Context: an optimization exercise on an open-source flow, tuned for small area, a short achievable clock period and few clock cycles per item. The choices shown serve that exercise and are no tape-out recipe.
In this exercise RTL edits were held to simulation tests only and were not proved equivalent to the original.
Power and IR drop assume default switching activity.

// cpu_top
module cpu_top #(
    parameter logic [31:0] RESET_PC    = 32'h0000_1000,
    parameter int          QUEUE_DEPTH = 4
) (
    input  logic        clk,
    input  logic        reset,
    output logic [31:0] ar_addr,
    output logic        ar_valid,
    input  logic        ar_ready,
    input  logic [31:0] r_data,
    input  logic        r_valid,
    output logic        r_ready,
    output logic        retire_valid,
    output logic [31:0] retire_pc,
    output logic [4:0]  retire_rd,
    output logic [31:0] retire_value,
    output logic        retire_write,
    output logic        retire_illegal
);
Size in the first run: ~3900 cells after synthesis, about 61000 um2 of cells after synthesis.
==> flow/config.mk <==
export PLATFORM = sky130hd
export DESIGN_NAME = cpu_top
export DESIGN_NICKNAME = cpu_top
export VERILOG_FILES = /design/flow/design.v
export SDC_FILE = /design/flow/constraint.sdc
export NUM_CORES = 4
export LEC_CHECK = 0
export CAP_MARGIN = 20
export CORE_MARGIN = 2
export CORE_UTILIZATION = 70
export CTS_CLUSTER_DIAMETER = 100
export CTS_CLUSTER_SIZE = 20
export PLACE_DENSITY = 0.8
export SLEW_MARGIN = 20
export TNS_END_PERCENT = 5
==> flow/constraint.sdc <==
create_clock -name core_clock -period 10.0 [get_ports {clk}]
set_input_delay 2.0000 -clock core_clock [delete_from_list [all_inputs] [get_ports {clk}]]
set_output_delay 2.0000 -clock core_clock [all_outputs]
set_load 0.01 [all_outputs]
standard.sh (not shown) runs the stock make flow with config.mk's settings and CLKGATE_MAP_FILE= SYNTH_SCRIPT=/design/flow/synth_recipe.tcl, a recipe that flattens the netlist after the stock synthesis.
==> flow/flow/run.sh <==
#!/bin/bash
set -euo pipefail
bash standard.sh "BUFFER_PORTS_ARGS=-buffer_cell sky130_fd_sc_hd__buf_4" \
    SETUP_SLACK_MARGIN=6.9 finish > flow_standard.log 2>&1
Testbench counts at the start, summed over its fixed seeds: cycles 11,485, insts 8,000.
==> next run, changes <==
Settings changed: CORE_UTILIZATION 70 to 60, CTS_CLUSTER_DIAMETER 100 to 80, CTS_CLUSTER_SIZE 20 to 25, PLACE_DENSITY 0.8 to 0.72.
Effect: The changed run produced a clean layout; die area increases by 16%; wire length goes down by 11%; core utilization fell by 11 points; final area hardly moves; count of clock-buffer cells in the layout came out lower by 14.
==> next run, changes <==
==> flow/flow/run.sh (replaced) <==
#!/bin/bash
set -euo pipefail
bash standard.sh "BUFFER_PORTS_ARGS=-buffer_cell sky130_fd_sc_hd__buf_2" \
    SETUP_SLACK_MARGIN=6.9 finish > flow_standard.log 2>&1
Settings changed: CTS_CLUSTER_DIAMETER 80 to 100, CTS_CLUSTER_SIZE 25 to 20.
=> Total power climbs by 2.2%. Sequential power is about the same. Design area hardly moves. Wire length is higher by 1.0%.
==> next run, changes <==
==> flow/flow/run.sh (replaced) <==
#!/bin/bash
set -euo pipefail
bash standard.sh "BUFFER_PORTS_ARGS=-buffer_cell sky130_fd_sc_hd__buf_4" \
    SETUP_SLACK_MARGIN=7.1 finish > flow_standard.log 2>&1
Settings changed: TNS_END_PERCENT 5 to 20.
Effect: Non-clock buffer count went up by 81; routed wire length rose by 4.1%; first-iteration DRC count is higher by 1.8%; cell area is higher by 2.4%; worst hold slack is better by 0.0084 ns; register-to-register slack gains 0.11 ns.

* * *

== oak ==
cpu_top again, from the RTL that the note above started with.
export LEC_CHECK = 0
export CAP_MARGIN = 20
export CORE_MARGIN = 2
export CORE_UTILIZATION = 60
export CTS_CLUSTER_DIAMETER = 100
export CTS_CLUSTER_SIZE = 20
export PLACE_DENSITY = 0.72
export SLEW_MARGIN = 20
export TNS_END_PERCENT = 5
create_clock -name core_clock -period 10.0 [get_ports {clk}]
==> flow/flow/run.sh <==
#!/bin/bash
set -euo pipefail
bash standard.sh "BUFFER_PORTS_ARGS=-buffer_cell sky130_fd_sc_hd__buf_4" \
    SETUP_SLACK_MARGIN=7.1 finish > flow_standard.log 2>&1
Testbench counts of oak, summed over its fixed seeds: cycles 11,485, insts 8,000.
[inputs] pine vs oak
==> flow/flow/run.sh <==
#!/bin/bash
set -euo pipefail
bash standard.sh "BUFFER_PORTS_ARGS=-buffer_cell sky130_fd_sc_hd__buf_4" \
    SETUP_SLACK_MARGIN=6.9 finish > flow_standard.log 2>&1
==> comparison <==
Every run (pine and oak) finished clean. In the metrics for pine and oak, the one carrying the lower slew at the pin closest to its max-slew limit is pine. NOTE: relative contribution of the clock network to total power in pine exceeds that of oak. Between oak and pine, the cell count went down. Going from oak to pine, the share of layout cells above drive strength 1 was found to have gone down by 1.1 points. Between pine and oak, the difference in minimum clock period is negligible.

[afterwards: timing with drivers on the ports]
The flow's constraints put no driver on any port. The routed layouts listed below were extracted and timed again, unchanged, in two steps.
Step 1: set_driving_cell puts a clkbuf_16 on clk and a buf_2 on each other input, an assumption about the parent block.
Step 2 also shifts input and output timing later by t, the mid clock arrival at the registers, as if the neighbouring blocks saw the same clock.
Slacks: ideal / step 1 / step 2; pairs: ideal / step 1.
run | t, ns | setup WS [ns] | worst register clock-pin slew, ns | cell pins on the clock port's net
the first run of note 1 | 0.769 | 6.511 / 6.511 / 6.132 | 0.10 / 0.10 | 1
the second run of note 1 | 0.799 | 6.611 / 6.530 / 6.244 | 0.11 / 0.11 | 1
the third run of note 1 | 0.742 | 6.529 / 6.529 / 6.195 | 0.09 / 0.09 | 1
the fourth run of note 1 | 0.762 | 6.636 / 6.576 / 6.248 | 0.10 / 0.10 | 1
oak | 0.744 | 6.659 / 6.591 / 6.225 | 0.09 / 0.09 | 1
pine | 0.745 | 6.661 / 6.592 / 6.231 | 0.09 / 0.09 | 1
After both steps every run listed still meets setup and hold. The setup slack of oak, which loses most, moves by -0.068 ns with the drivers and by -0.434 ns with both steps.
